Context: an optimization exercise on an open-source flow, tuned for small area, a short achievable clock period and few clock cycles. The choices shown serve that exercise and are no tape-out recipe.
The RTL was checked by simulation tests, not by an equivalence proof against the original design.

==> flow/design.v (outline; a module is shown in full before it is edited, if it fits) <==
// module ntt_pe_core: 260 lines
// module ntt_mul13x13: 440 lines
// module ntt_mul14x14: 351 lines
// module ntt_mul14x13l: 299 lines
module ntt_pe_core #(
  parameter int DATA_SIZE_ARB = 13,
  parameter int RING_SIZE     = 16
) (
  input  logic                         clk,
  input  logic                         reset,
  input  logic                         valid,
  input  logic [DATA_SIZE_ARB-1:0]     din,
  input  logic [DATA_SIZE_ARB-1:0]     q,
  input  logic [DATA_SIZE_ARB-1:0]     twiddle_i,
  output logic [$clog2(RING_SIZE)-1:0] tw_addr,
  output logic                         busy,
  output logic [DATA_SIZE_ARB-1:0]     dout,
  output logic                         dout_valid,
  output logic                         done
);
  // ...
==> flow/flow/run.sh <==
#!/bin/bash
# The standard layout, with a plain buffer (buf_2) on every port instead of the
# delay-cell buffer that buffer_ports picks by itself.
set -euo pipefail
export BUFFER_PORTS_ARGS="-buffer_cell sky130_fd_sc_hd__buf_2"
bash standard.sh > standard_flow.log 2>&1
==> flow/standard.sh <==
#!/bin/bash
# synth_recipe.tcl (not shown) runs the flow's synth.tcl, then flattens the netlist and writes it again
# the make line also repeats each setting of config.mk as NAME=value (left out here)
make -C /OpenROAD-flow-scripts/flow DESIGN_CONFIG=/design/flow/config.mk WORK_HOME=/design/flow/orfs CLKGATE_MAP_FILE= SYNTH_SCRIPT=/design/flow/synth_recipe.tcl "${@:-finish}"
==> flow/config.mk <==
export PLATFORM = sky130hd
export DESIGN_NAME = ntt_pe_core
export DESIGN_NICKNAME = ntt_pe_core
export VERILOG_FILES = /design/flow/design.v
export SDC_FILE = /design/flow/constraint.sdc
export NUM_CORES = 4
export LEC_CHECK = 0
export CAP_MARGIN = 20
export CORE_MARGIN = 2
export CORE_UTILIZATION = 65
export CTS_BUF_LIST = sky130_fd_sc_hd__clkbuf_8
export CTS_CLUSTER_SIZE = 30
export SLEW_MARGIN = 20
==> flow/constraint.sdc <==
create_clock -name core_clock -period 100.0 [get_ports {clk}]
set_input_delay 20.0000 -clock core_clock [delete_from_list [all_inputs] [get_ports {clk}]]
set_output_delay 20.0000 -clock core_clock [all_outputs]
set_load 0.01 [all_outputs]
==> impl_results.md, run 1 <==
* Sequential cell area fraction in the yosys report at between 30% and 40%
* Clk Tree Root Cell: clkbuf_8
* HP Start: dl8[6][12]$_DFF_P_
* Fraction of area in clock buffers and inverters at under 10%
* GPL Wtd Cong at ~0.94
* Hold-fix buffers at CTS at 0
* End point of the critical path: done
* Run status: timing/DRC/antenna clean
* Count of state elements after synthesis at between 500 and 600
* Final worst clock skew at roughly 0.036 ns
* Filler cells at 4586
* Clock-pin slew on the worst setup and hold paths at about 0.060 ns
* Mean routed wirelength per cell at around 23 um
* Routed vias/inst at between 6 and 7
* Routed Wire Length at approximately 110000 um
* Number of detailed-routing iterations run before antenna repair at 11
* Worst Tran Pin Value at between 1 and 1.5 ns
* X dimension of the die at roughly 250 um
* Layout clock buffers at between 100 and 150
* Netlist Area Pre-Place at 0.0408 mm2
* Bufs on Longest Clock Path at 3
* Most frequently used cell type in the post-synthesis netlist: inv_1
Testbench counts, summed over its fixed seeds: cycles 3,424.
==> module ntt_pe_core, before the edit <==
module ntt_pe_core #(
  parameter int DATA_SIZE_ARB = 13,
  parameter int RING_SIZE     = 16
) (
  input  logic                         clk,
  input  logic                         reset,
  input  logic                         valid,
  input  logic [DATA_SIZE_ARB-1:0]     din,
  input  logic [DATA_SIZE_ARB-1:0]     q,
  input  logic [DATA_SIZE_ARB-1:0]     twiddle_i,
  output logic [$clog2(RING_SIZE)-1:0] tw_addr,
  output logic                         busy,
  output logic [DATA_SIZE_ARB-1:0]     dout,
  output logic                         dout_valid,
  output logic                         done
);
  localparam int W = 13;
  logic [W-1:0] q_in;
  logic [W-1:0] qr;
  assign qr = q_in;
  logic [W-1:0] qm;
  function automatic logic [W+1:0] rca(input logic [W:0] x, input logic [W:0] y, input logic cin);
    logic c;
    c = cin;
    for (int i = 0; i <= W; i++) begin
      rca[i] = x[i] ^ y[i] ^ c;
      c      = (x[i] & y[i]) | (c & (x[i] ^ y[i]));
    end
    rca[W+1] = c;
  endfunction
  function automatic logic [W-1:0] madd(input logic [W-1:0] a, input logic [W-1:0] b,
                                        input logic [W-1:0] m);
    logic [W+1:0] s, t;
    s = rca({1'b0, a}, {1'b0, b}, 1'b0);
    t = rca(s[W:0], ~{1'b0, m}, 1'b1);
    madd = t[W+1] ? t[W-1:0] : s[W-1:0];
  endfunction
  function automatic logic [W-1:0] msub(input logic [W-1:0] a, input logic [W-1:0] b,
                                        input logic [W-1:0] m);
    logic [W+1:0] d, e;
    d = rca({1'b0, a}, ~{1'b0, b}, 1'b1);
    e = rca(d[W:0], {1'b0, m}, 1'b0);
    msub = d[W+1] ? d[W-1:0] : e[W-1:0];
  endfunction
  logic [W-1:0] ma, mr, tw_r;
  logic [12:0]  mu;      
  logic [25:0]  bp;
  logic [14:0]  bt;
  logic [27:0]  bq2;
  ntt_mul13x13  u_m1 (.a(ma), .b(tw_r), .p(bp));
  ntt_mul14x14  u_m2 (.a(bp[25:12]), .b({1'b1, mu}), .p(bq2));
  ntt_mul14x13l u_m3 (.a(bq2[27:14]), .b(qm), .p(bt));
  logic [14:0]  br0;
  logic [15:0]  br1, br2;
  logic [W-1:0] bres;
  always_comb begin
    br0  = bp[14:0] - bt;
    br1  = {1'b0, br0} - {3'b0, qm};
    br2  = {1'b0, br0} - {2'b0, qm, 1'b0};
    bres = !br2[15] ? br2[W-1:0] : !br1[15] ? br1[W-1:0] : br0[W-1:0];
  end
  logic [3:0]   cnt_in;    
  logic         acc;
  assign acc = valid && !busy;
  logic [W-1:0] xr;        
  logic [W-1:0] xs;        
  logic [W-1:0] d1 [8];    
  logic         ev;        
  logic [3:0]   xi;        
  logic [2:0]   dv_cnt;
  logic         dv_run;
  logic [13:0]  dv_r;
  logic [14:0]  dv_q;
  logic [W-1:0] dv_qn;
  assign qm = dv_qn;
  logic [3:0]   zq;
  logic [14:0]  dv_t1, dv_t2;
  logic [13:0]  dv_r1;
  always_comb begin
    zq = 4'd0;
    for (int i = 0; i < W; i++) if (qr[i]) zq = 4'(12 - i);
    dv_t1 = rca({dv_r, 1'b0}, ~{1'b0, dv_qn}, 1'b1) ^ 15'h4000;   
    dv_r1 = dv_t1[14] ? {dv_r[12:0], 1'b0} : dv_t1[13:0];
    dv_t2 = rca({dv_r1, 1'b0}, ~{1'b0, dv_qn}, 1'b1) ^ 15'h4000;
  end
  always_ff @(posedge clk) begin
    xr   <= din;
    q_in <= q;
    if (ev) begin
      d1[0] <= xs;
      for (int i = 1; i < 8; i++) d1[i] <= d1[i-1];
    end
  end
  always_ff @(posedge clk) begin
    if (!reset) begin
      dv_run <= 1'b0;
      dv_cnt <= 3'd0;
    end else if (ev && xi == 4'd0) begin
      dv_run <= 1'b1;
      dv_cnt <= 3'd0;
    end else if (dv_run) begin
      dv_cnt <= dv_cnt + 3'd1;
      if (dv_cnt == 3'd7) dv_run <= 1'b0;
    end
  end
  always_ff @(posedge clk) begin
    dv_qn <= qr << zq;
    if (dv_run && dv_cnt == 3'd0) begin
      dv_r  <= 14'd8192 - {1'b0, dv_qn};
      dv_q  <= 15'd1;
    end else begin
      dv_r <= dv_t2[14] ? {dv_r1[12:0], 1'b0} : dv_t2[13:0];
      dv_q <= {dv_q[12:0], !dv_t1[14], !dv_t2[14]};
    end
    if (dv_run && dv_cnt == 3'd7) begin
      mu <= {dv_q[11:0], !dv_t1[14]};
    end
  end
  logic         e1;        
  logic [2:0]   n1;
  logic [W-1:0] s1, dd1;   
  logic [W-1:0] p2, q2;    
  logic         mv1, mv2;  
  logic [2:0]   nm1, nm2;
  logic [W-1:0] p2d, q2d;  
  assign e1  = ev && xi[3];
  assign n1  = xi[2:0];
  logic [W-1:0] rp [4], rq [4], rpd [4], rqd [4];
  logic [4:0]   tau;       
  logic [4:0]   oc;        
  logic [1:0]   gsel;      
  logic [W-1:0] e0, e1v, e2v, e3v, f0, f1, ua, ub, ox, ox8, f2;
  logic [W-1:0] g1, g3, dq;
  logic [W-1:0] dl8 [8];
  logic         e2s, e2d;  
  logic [W-1:0] xa, xb;
  assign e2s = e1 && n1[2];
  assign e2d = mv2 && nm2[2];
  always_comb begin
    xs  = xr << zq;
    gsel = 2'(tau - 5'd6);
    case (gsel)
      2'd0: begin e0 = rp[3];  e1v = rp[2];  e2v = rp[1];  e3v = rp[0];  end
      2'd1: begin e0 = rpd[3]; e1v = rpd[2]; e2v = rpd[1]; e3v = rpd[0]; end
      2'd2: begin e0 = rq[3];  e1v = rq[2];  e2v = rq[1];  e3v = rq[0];  end
      default: begin e0 = rqd[3]; e1v = rqd[1]; e2v = rqd[0]; e3v = mr; end
    endcase
    xa = e2d ? rpd[3] : (tau == 5'd11) ? rqd[2] : e0;
    xb = e2d ? mr : (tau == 5'd11) ? rqd[0] : e2v;
    f0 = madd(xa, xb, qm);
    f2 = msub(xa, xb, qm);
    f1 = madd(e1 ? d1[7] : e1v, e1 ? xs : e3v, qm);
    s1 = f1;
    ua = e2s ? rp[3] : (tau >= 5'd10) ? e0 : f0;
    ub = e2s ? s1 : (tau >= 5'd10) ? mr : f1;
    ox  = madd(ua, ub, qm);
    ox8 = msub(ua, ub, qm);
    p2  = ox;
    q2  = ox8;
    p2d = f0;
    q2d = f2;
    case (2'(tau - 5'd8))
      2'd0: begin g1 = rp[2];  g3 = rp[0];  end
      2'd1: begin g1 = rpd[2]; g3 = rpd[0]; end
      default: begin g1 = rq[2];  g3 = rq[0];  end
    endcase
    dq  = msub(e1 ? d1[7] : g1, e1 ? xs : g3, qm);
    dd1 = dq;
  end
  function automatic logic [3:0] tw_of(input logic [4:0] t);
    case (t)
      5'd1, 5'd4: tw_of = 4'd2;
      5'd2, 5'd5: tw_of = 4'd4;
      5'd3, 5'd6: tw_of = 4'd6;
      default:    tw_of = 4'd4;
    endcase
  endfunction
  always_ff @(posedge clk) begin
    tw_r <= twiddle_i;
    mr   <= bres;
    if (e1) begin
      for (int i = 1; i < 4; i++) rp[i] <= rp[i-1];
      rp[0] <= e2s ? p2 : s1;
    end
    if (e2s) begin
      for (int i = 1; i < 4; i++) rq[i] <= rq[i-1];
      rq[0] <= q2;
    end else if (tau >= 5'd2 && tau <= 5'd6) begin
      for (int i = 1; i < 3; i++) rq[i] <= rq[i-1];
      rq[0] <= mr;
    end
    if ((e1 && n1 == 3'd0) || mv2) begin
      for (int i = 1; i < 4; i++) rpd[i] <= rpd[i-1];
      rpd[0] <= e2d ? p2d : mv2 ? mr : dd1;
    end
    if (e2d) begin
      for (int i = 1; i < 4; i++) rqd[i] <= rqd[i-1];
      rqd[0] <= q2d;
    end else if (tau >= 5'd5 && tau <= 5'd9) begin
      for (int i = 1; i < 3; i++) rqd[i] <= rqd[i-1];
      rqd[0] <= mr;
    end
    if (e1 && n1 != 3'd0) ma <= dd1;
    else begin
      case (tau)
        5'd2, 5'd3, 5'd4: ma <= rq[2];
        5'd5, 5'd6, 5'd7: ma <= rqd[2];
        5'd11: ma <= f2;
        default: ma <= dq;
      endcase
    end
    case (tau)
      5'd6: rp[3]  <= f2;
      5'd7: rpd[3] <= f2;
      5'd8: rq[3]  <= f2;
      5'd9: rqd[3] <= f2;
      default: ;
    endcase
    dl8[0] <= ox8;
    for (int i = 1; i < 8; i++) dl8[i] <= dl8[i-1];
    dout <= ((oc != 5'd0) ? dl8[7] : ox) >> zq;
  end
  always_ff @(posedge clk) begin
    if (!reset) begin
      cnt_in     <= 4'd0;
      busy       <= 1'b0;
      ev         <= 1'b0;
      xi         <= 4'd0;
      mv1        <= 1'b0;
      mv2        <= 1'b0;
      nm1        <= 3'd0;
      nm2        <= 3'd0;
      tau        <= 5'd0;
      oc         <= 5'd0;
      dout_valid <= 1'b0;
      done       <= 1'b0;
      tw_addr    <= 4'd0;
    end else begin
      ev   <= acc;
      xi   <= cnt_in;
      busy <= acc && cnt_in == 4'd15;
      if (acc) cnt_in <= cnt_in + 4'd1;
      mv1  <= e1 && n1 != 3'd0;
      nm1  <= n1;
      mv2  <= mv1;
      nm2  <= nm1;
      if (ev && xi == 4'd15) tau <= 5'd2;
      else if (tau == 5'd13) tau <= 5'd0;
      else if (tau != 5'd0) tau <= tau + 5'd1;
      if (tau == 5'd13) oc <= 5'd14;
      else if (oc == 5'd21) oc <= 5'd0;
      else if (oc != 5'd0) oc <= oc + 5'd1;
      dout_valid <= (tau >= 5'd6) || (oc != 5'd0);
      done       <= (oc == 5'd21);
      if (ev && xi[3] && xi[2:0] != 3'd7) tw_addr <= 4'(xi[2:0] + 3'd1);
      else if (ev && xi == 4'd15) tw_addr <= tw_of(5'd1);
      else if (tau >= 5'd2 && tau <= 5'd10) tw_addr <= tw_of(tau);
    end
  end
endmodule
==> inputs of run 2 (changes only) <==
--- a/flow/design.v
+++ b/flow/design.v
@@ -61,12 +61,12 @@
   end
   logic [3:0]   cnt_in;    
   logic         acc;
-  assign acc = valid && !busy;
   logic [W-1:0] xr;        
   logic [W-1:0] xs;        
   logic [W-1:0] d1 [8];    
   logic         ev;        
   logic [3:0]   xi;        
+  assign acc = valid && !(ev && xi == 4'd15);
   logic [2:0]   dv_cnt;
   logic         dv_run;
   logic [13:0]  dv_r;
==> impl_results.md, run 2 <==
* Number of buffers added on ports at 61 (unchanged)
* Total via count in the routed design at 30152 (was 29811)
* Gate family responsible for the most delay along the worst path: flip-flops (unchanged)
* Final setup viols at 0 (unchanged)
* Slowest stage cell on the critical path: dfxtp_1 (unchanged)
* CP startpoint kind: flip-flop (unchanged)
* Fin Setup TNS at 0 ns (unchanged)
* Area delta synth->final at 8.07% (was 8.18%)
* Number of different library cells in the post-synthesis netlist at 89 (was 78)
* Bufs on Longest Clock Path at 3 (unchanged)
* Worst hold-check path type: reg -> reg (unchanged)
* Routed Wire Length at 117000 um (was 115000 um)
* Initial DRC count at 3517 (was 3031)
* Worst relative slew slack at 22.2% (was 21.4%)
* Num Clock Sinks at 579 (unchanged)
* Syn_area_per_cell at 10.4 um2 (was 10.3 um2)
* Number of global-route vias before repair at 31505 (was 31372)
* Combined buffer and inverter count along the critical path at 1 (unchanged)
* Total global-route track usage at 37.3% (was 36.9%)
* Post-synth net total at 4585 (was 4588)
* Total congestion overflow after global routing at 0 (unchanged)
* Final worst clock skew at 0.0547 ns (was 0.0357 ns)
* Core ar. at 0.0618 mm2 (unchanged)
* Site row count at 91 (unchanged)
* Post-Layout Inst Area at 0.0441 mm2 (about the same)
* Netlist Area Pre-Place at 0.0408 mm2 (about the same)
* Setup repair after global routing missed its margin: no (unchanged)
* Cell taking the most area after synthesis: edfxtp_1 (unchanged)
* Setup bufs post-CTS at 0 (unchanged)
* Share of async-settable or async-resettable flops after synthesis at 0% (unchanged)
* # DRC at 0 (unchanged)
* Post-Synthesis Cells at 3938 (was 3941)
* Mean routed wirelength per cell at 23.8 um (was 23.5 um)
* Post-detailed-placement cell area at 0.0419 mm2 (about the same)
* Crit path required time at 80.00 ns (about the same)
* Synthesis Warnings at 7 (unchanged)
* Worst Tran Pin Value at 1.17 ns (was 1.18 ns)
* Cell types with the largest area share after synthesis: edfxtp_1 (24%), fa_1 (23%), dfxtp_1 (12%), inv_1 (4.9%), ha_1 (4.3%) (was edfxtp_1 (24%), fa_1 (23%), dfxtp_1 (12%), inv_1 (5.0%), ha_1 (4.3%))
* Worst Setup End Kind: output port (unchanged)
* Commonest cells after routing, fill and taps aside: inv_1 (557), fa_1 (464), nand2_1 (447), edfxtp_1 (325), dfxtp_1 (253) (was inv_1 (564), fa_1 (464), nand2_1 (446), edfxtp_1 (325), and2_1 (257))
* Starting utilization of the core area at 66.0% (was 65.9%)
* Top Registers: d1 (104), dl8 (104) (unchanged)
* Post-synth EDFFs at 325 (unchanged)
* Number of detailed-routing iterations run before antenna repair at 10 (was 11)
* Layout cell share with drive strength beyond 1 at 9.08% (was 9.02%)
* Number of pins exceeding their max-slew limit in the final report at 0 (unchanged)
* Ordered cell list for the critical path: buf_2 (unchanged)
* Die outline area at 0.0648 mm2 (was 0.0647 mm2)
* Category of the critical setup timing path: reg -> out (unchanged)
* Clock insertion delay at the later pin of the skew report at 0.74 ns (was 0.73 ns)
* Tmin final at 21.19 ns (was 21.20 ns)
* Leading cell type in the layout, fill and taps excluded: inv_1 (unchanged)
* Resized Gates After CTS at 0 (unchanged)
* Highest cell delay on the worst timing path at 0.32 ns (was 0.34 ns)
* Most numerous cell types in the synthesized netlist: inv_1 (535), fa_1 (464), nand2_1 (451) (was inv_1 (545), fa_1 (464), nand2_1 (449))
* Most frequently used cell type in the post-synthesis netlist: inv_1 (unchanged)
* Largest fanout on the critical path at 1 (unchanged)
* X dimension of the die at 255 um (was 254 um)
* Number of primary I/O pins at 62 (unchanged)
* NumNets Final at 4615 (was 4614)
* Arr. time, crit path at 1.19 ns (was 1.20 ns)
* Pin count of the biggest net entering global routing at 80 (was 76)
* Run status: timing/DRC/antenna clean (unchanged)
* Sequential cell area fraction in the yosys report at 36.4% (about the same)
* MaxCap Viol Count at 0 (unchanged)
* Height of the die at 255 um (was 254 um)
* Number of buffers created by CTS at 97 (was 93)
* Total half-perimeter wirelength after legalization and detailed placement at 83100 um (was 85000 um)
* Register-to-register setup slack at 81.46 ns (was 81.39 ns)
* Final Hold Viols at 0 (unchanged)
* Final-layout worst hold slack at 0.306 ns (was 0.323 ns)
* Clk Tree Root Cell: clkbuf_8 (unchanged)
* Main flop type after synthesis: edfxtp_1 (unchanged)
* Highest attainable clock frequency at 47.2 MHz (about the same)
* Count of state elements after synthesis at 579 (unchanged)
* Antenna violations before repair at 3 (was 2)
* Clock-pin slew on the worst setup and hold paths at 0.06 ns (about the same)
* Routed vias/inst at 6.16 (was 6.10)
* Share of the clock period used by the worst path at 21.2% (about the same)
* Number of antenna-violating nets in the routed design at 0 (unchanged)
* Portion of synthesized cell area occupied by the leading cell type at 23.9% (about the same)
* Max H-tree Level at 3 (unchanged)
* GPL Wtd Cong at 0.959 (was 0.942)
* TritonCTS clock tree: done (unchanged)
* First-pass GRT wire length at 181000 um (was 179000 um)
* Hold-fix buffers at CTS at 0 (unchanged)
==> run 2: cell types whose count changed in the layout (fill, tap and decap cells not counted), sizes merged, moves of 9 or more <==
cell and delta:
o21ai -13, nor2 -9, a31oi +13, and2 -18, nand3 +13, nor3 +18
==> run 2: final cells by class <==
| class | instances | area (um2) |
|---|---|---|
| Multi-Input combinational cell | 2627 | 23200 |
| Fill cell | 4601 | 17700 |
| Sequential cell | 579 | 14800 |
| Inverter | 538 | 2020 |
| Clock buffer | 113 | 1560 |
| Tap cell | 837 | 1050 |
| Timing Repair Buffer | 125 | 786 |
| Clock inverter | 71 | 581 |
| Antenna cell | 2 | 5.00 |
==> run 2: final timing paths <==
path	start	end	cells past startpoint
min reg2reg	dl8[4][6]$_DFF_P_	dl8[5][6]$_DFF_P_	0
max	dout[10]$_SDFF_PP0_	dout[10]	1
max reg2reg	tau[1]$_SDFFE_PN0P_	dout[1]$_DFF_P_	54
min	dl8[4][6]$_DFF_P_	dl8[5][6]$_DFF_P_	0
==> run 2: logic make-up (layout without fill, tap and decap cells) <==
family / Yosys count / count (layout) / synth area share (%)
and+or+nand+nor: 1081 / 1081 / 12.5
buffers and inverters: 732 / 847 / 6.81
AOI/OAI and AO/OA: 654 / 654 / 10.1
adders and majority gates: 605 / 605 / 27.1
DFF: 579 / 579 / 36.4
muxes: 186 / 186 / 4.70
xor gates and xnor gates: 101 / 101 / 2.36
other: 0 / 2 / 0
==> run 2: per-layer routing <==
layer	GRT usage, %	routed length, um	up-vias
li1	-	-	13116
met1	45.8	42800	14920
met2	61.5	55600	1684
met3	7.61	10300	432
met4	21.9	7950	0
met5	0	0	-
==> run 2: per-stage QoR <==
stage	setup slack (ns)	instances	utilization, %
final	78.81	4892	71.3
after global routing	78.75	4891	71.3
after CTS	78.76	4890	71.3
after detailed placement	79.25	4706	67.8
after global placement	79.25	4706	67.8
after floorplan	79.42	3938	-
Testbench counts of run 2, summed over its fixed seeds: cycles 3,424.
==> inputs of run 3 (changes only) <==
--- a/flow/config.mk
+++ b/flow/config.mk
@@ -7,7 +7,7 @@
 export LEC_CHECK = 0
 export CAP_MARGIN = 20
 export CORE_MARGIN = 2
-export CORE_UTILIZATION = 65
+export CORE_UTILIZATION = 72
 export CTS_BUF_LIST = sky130_fd_sc_hd__clkbuf_8
 export CTS_CLUSTER_SIZE = 30
 export SLEW_MARGIN = 20
==> impl_results.md, run 3 <==
* Run status: timing/DRC/antenna clean (unchanged)
* Cell taking the most area after synthesis: edfxtp_1 (unchanged)
* Tmin final at 21.20 ns (was 21.19 ns)
* Resized Gates After CTS at 0 (unchanged)
* Core ar. at 0.0562 mm2 (was 0.0618 mm2)
* Clock insertion delay at the later pin of the skew report at 0.73 ns (was 0.74 ns)
* Worst Setup End Kind: output port (unchanged)
* Worst Tran Pin Value at 1.17 ns (about the same)
* Most frequently used cell type in the post-synthesis netlist: inv_1 (unchanged)
* Initial DRC count at 3725 (was 3517)
* Number of pins exceeding their max-slew limit in the final report at 0 (unchanged)
* Number of primary I/O pins at 62 (unchanged)
* Post-detailed-placement cell area at 0.0418 mm2 (was 0.0419 mm2)
* Number of buffers added on ports at 61 (unchanged)
* Site row count at 87 (was 91)
* Worst hold-check path type: reg -> reg (unchanged)
* Count of state elements after synthesis at 579 (unchanged)
* Largest fanout on the critical path at 2 (was 1)
* Highest attainable clock frequency at 47.2 MHz (about the same)
* Commonest cells after routing, fill and taps aside: inv_1 (567), fa_1 (464), nand2_1 (448), edfxtp_1 (325), dfxtp_1 (253) (was inv_1 (557), fa_1 (464), nand2_1 (447), edfxtp_1 (325), dfxtp_1 (253))
* X dimension of the die at 242 um (was 255 um)
* Post-synth net total at 4585 (unchanged)
* Final setup viols at 0 (unchanged)
* Bufs on Longest Clock Path at 3 (unchanged)
* Area delta synth->final at 7.47% (was 8.07%)
* Sequential cell area fraction in the yosys report at 36.4% (unchanged)
* Final cell count without fillers at 4802 (was 4892)
* Leading cell type in the layout, fill and taps excluded: inv_1 (unchanged)
* Setup repair after global routing missed its margin: no (unchanged)
* Depth of the most critical reg-to-reg path at 49 (was 54)
* Gate family responsible for the most delay along the worst path: flip-flops (unchanged)
* Layout cell share with drive strength beyond 1 at 8.61% (was 9.08%)
* Share of async-settable or async-resettable flops after synthesis at 0% (unchanged)
* MaxCap Viol Count at 0 (unchanged)
* Placement Setup Slack at 79.24 ns (was 79.25 ns)
* Setup bufs post-CTS at 0 (unchanged)
* Slowest stage cell on the critical path: dfxtp_1 (unchanged)
* Source of the critical timing path: tw_addr[2]$_SDFFE_PN0P_ (was dout[10]$_SDFF_PP0_)
* Post-route worst setup slack at 78.80 ns (was 78.81 ns)
* Netlist Area Pre-Place at 0.0408 mm2 (unchanged)
* Fin Setup TNS at 0 ns (unchanged)
* NumNets Final at 4611 (was 4615)
* Number of cells after detailed placement at 4624 (was 4706)
* Syn_area_per_cell at 10.4 um2 (unchanged)
* # DRC at 0 (unchanged)
* Main flop type after synthesis: edfxtp_1 (unchanged)
* Crit Reg-Reg Startpoint: q_in[12]$_DFF_P_ (was tau[1]$_SDFFE_PN0P_)
* WP depth at 1 (unchanged)
* Synthesis Warnings at 7 (unchanged)
* Crit path required time at 80.00 ns (about the same)
* Pin count of the biggest net entering global routing at 76 (was 80)
* Number of different library cells in the post-synthesis netlist at 89 (unchanged)
* Routed Wire Length at 115000 um (was 117000 um)
* Total via count in the routed design at 30509 (was 30152)
* Highest cell delay on the worst timing path at 0.34 ns (was 0.32 ns)
* Critical R2R Capture: dout[1]$_DFF_P_ (unchanged)
* Hold-fix buffers at CTS at 0 (unchanged)
* Height of the die at 242 um (was 255 um)
* Arr. time, crit path at 1.20 ns (was 1.19 ns)
* Filler cells at 3665 (was 4601)
* Number of buffers created by CTS at 94 (was 97)
* TritonCTS clock tree: done (unchanged)
* Top Registers: d1 (104), dl8 (104) (unchanged)
* CP startpoint kind: flip-flop (unchanged)
* Share of the clock period used by the worst path at 21.2% (about the same)
* End point of the critical path: tw_addr[2] (was dout[10])
* Post-synth EDFFs at 325 (unchanged)
* Worst relative slew slack at 22.1% (was 22.2%)
* Combined buffer and inverter count along the critical path at 1 (unchanged)
* Register-to-register setup slack at 81.43 ns (was 81.46 ns)
* Die outline area at 0.0586 mm2 (was 0.0648 mm2)
* Final worst clock skew at 0.0337 ns (was 0.0547 ns)
* Max H-tree Level at 3 (unchanged)
* Post-Layout Inst Area at 0.0438 mm2 (was 0.0441 mm2)
* Number of antenna-violating nets in the routed design at 0 (unchanged)
* Num Clock Sinks at 579 (unchanged)
* Mean routed wirelength per cell at 23.9 um (was 23.8 um)
* Total global-route track usage at 40.1% (was 37.3%)
* Antenna violations before repair at 3 (unchanged)
* First-pass GRT wire length at 179000 um (was 181000 um)
* Cell types with the largest area share after synthesis: edfxtp_1 (24%), fa_1 (23%), dfxtp_1 (12%), inv_1 (4.9%), ha_1 (4.3%) (unchanged)
* Clock-pin slew on the worst setup and hold paths at 0.06 ns (about the same)
* Total half-perimeter wirelength after legalization and detailed placement at 82100 um (was 83100 um)
* Routed vias/inst at 6.35 (was 6.16)
* Clk Tree Root Cell: clkbuf_8 (unchanged)
* Final Hold Viols at 0 (unchanged)
* Total congestion overflow after global routing at 0 (unchanged)
* Number of global-route vias before repair at 32235 (was 31505)
* Starting utilization of the core area at 72.6% (was 66.0%)
* Post-Synthesis Cells at 3938 (unchanged)
* Number of detailed-routing iterations run before antenna repair at 10 (unchanged)
* Ordered cell list for the critical path: buf_2 (unchanged)
* GPL Wtd Cong at 0.965 (was 0.959)
* Category of the critical setup timing path: reg -> out (unchanged)
* Most numerous cell types in the synthesized netlist: inv_1 (535), fa_1 (464), nand2_1 (451) (unchanged)
* Portion of synthesized cell area occupied by the leading cell type at 23.9% (unchanged)
run 3: cell counts after synthesis:
No cell type changed its count.
run 3: metal layers:
layer	track usage, %	part of all wire [%]	up-vias	wire length (um)
li1	-	-	13090	-
met1	48.4	35	14919	40000
met2	64.7	47	1999	53800
met3	8.95	11	501	12100
met4	27.8	7.9	0	9070
met5	0	0	-	0
run 3: final cells by class:
cell class,instances,area (um2),share of cell area [%]
sequential,579,14800,33.9
antenna,4,10.0,0.0228
multi-input combinational,2627,23200,53.0
tap,756,946,2.16
clock buffer,111,1530,3.48
clock inverter,63,474,1.08
inverter,538,2020,4.61
timing repair buffer,124,778,1.78
run 3: how the worst min path moves through the flow:
stage / slack, ns / cells past startpoint / from / end
final: 0.31 / 0 / dl8[1][2]$_DFF_P_ / dl8[2][2]$_DFF_P_
after global routing: 0.32 / 0 / dl8[3][2]$_DFF_P_ / dl8[4][2]$_DFF_P_
after CTS: 0.31 / 0 / dl8[1][2]$_DFF_P_ / dl8[2][2]$_DFF_P_
after detailed placement: 0.31 / 0 / dl8[1][1]$_DFF_P_ / dl8[2][1]$_DFF_P_
after global placement: 0.31 / 0 / dl8[5][5]$_DFF_P_ / dl8[6][5]$_DFF_P_
after floorplan: 0.31 / 0 / dl8[0][0]$_DFF_P_ / dl8[1][0]$_DFF_P_
run 3: cell families (layout without fill, tap and decap cells):
kind of cell / count (synthesis) / in the layout / share of synthesized area [%]
DFF: 579 / 579 / 36.4
xor gates and xnor gates: 101 / 101 / 2.36
and+or+nand+nor: 1081 / 1081 / 12.5
muxes: 186 / 186 / 4.70
adders and majority gates: 605 / 605 / 27.1
other: 0 / 4 / 0
AOI/OAI and AO/OA: 654 / 654 / 10.1
buffers and inverters: 732 / 836 / 6.81
run 3: per-stage QoR:
stage	hold WS [ns]	util (%)
final	0.307	78.1
after global routing	0.321	78.0
after CTS	0.306	78.0
after detailed placement	0.312	74.5
after global placement	0.310	74.5
after floorplan	0.310	-

==> separate check: timing with driven ports <==
No port has a modelled driver above. Below, the same layouts with a new extraction and two added sets of constraints.
Step 1: set_driving_cell puts a clkbuf_16 on clk and a buf_2 on each other input, an assumption about the parent block.
Step 2 adds t to the input delays and takes it off the output delays; t is the mean of the earliest and latest rising clock arrival at the registers after step 1. Input paths then give back, and output paths get back, about the clock's delay inside the block.
Three values: ideal, step 1, step 2; two values: the first two.
run	shift t [ns]	slack for setup (ns)	worst slew at a driven data input, ns
run 1	0.783	78.798 / 78.731 / 79.055	0.04
run 2	0.780	78.811 / 78.745 / 79.193	0.04
run 3	0.773	78.800 / 78.738 / 79.229	0.03
After both steps setup and hold are still met in every run listed.
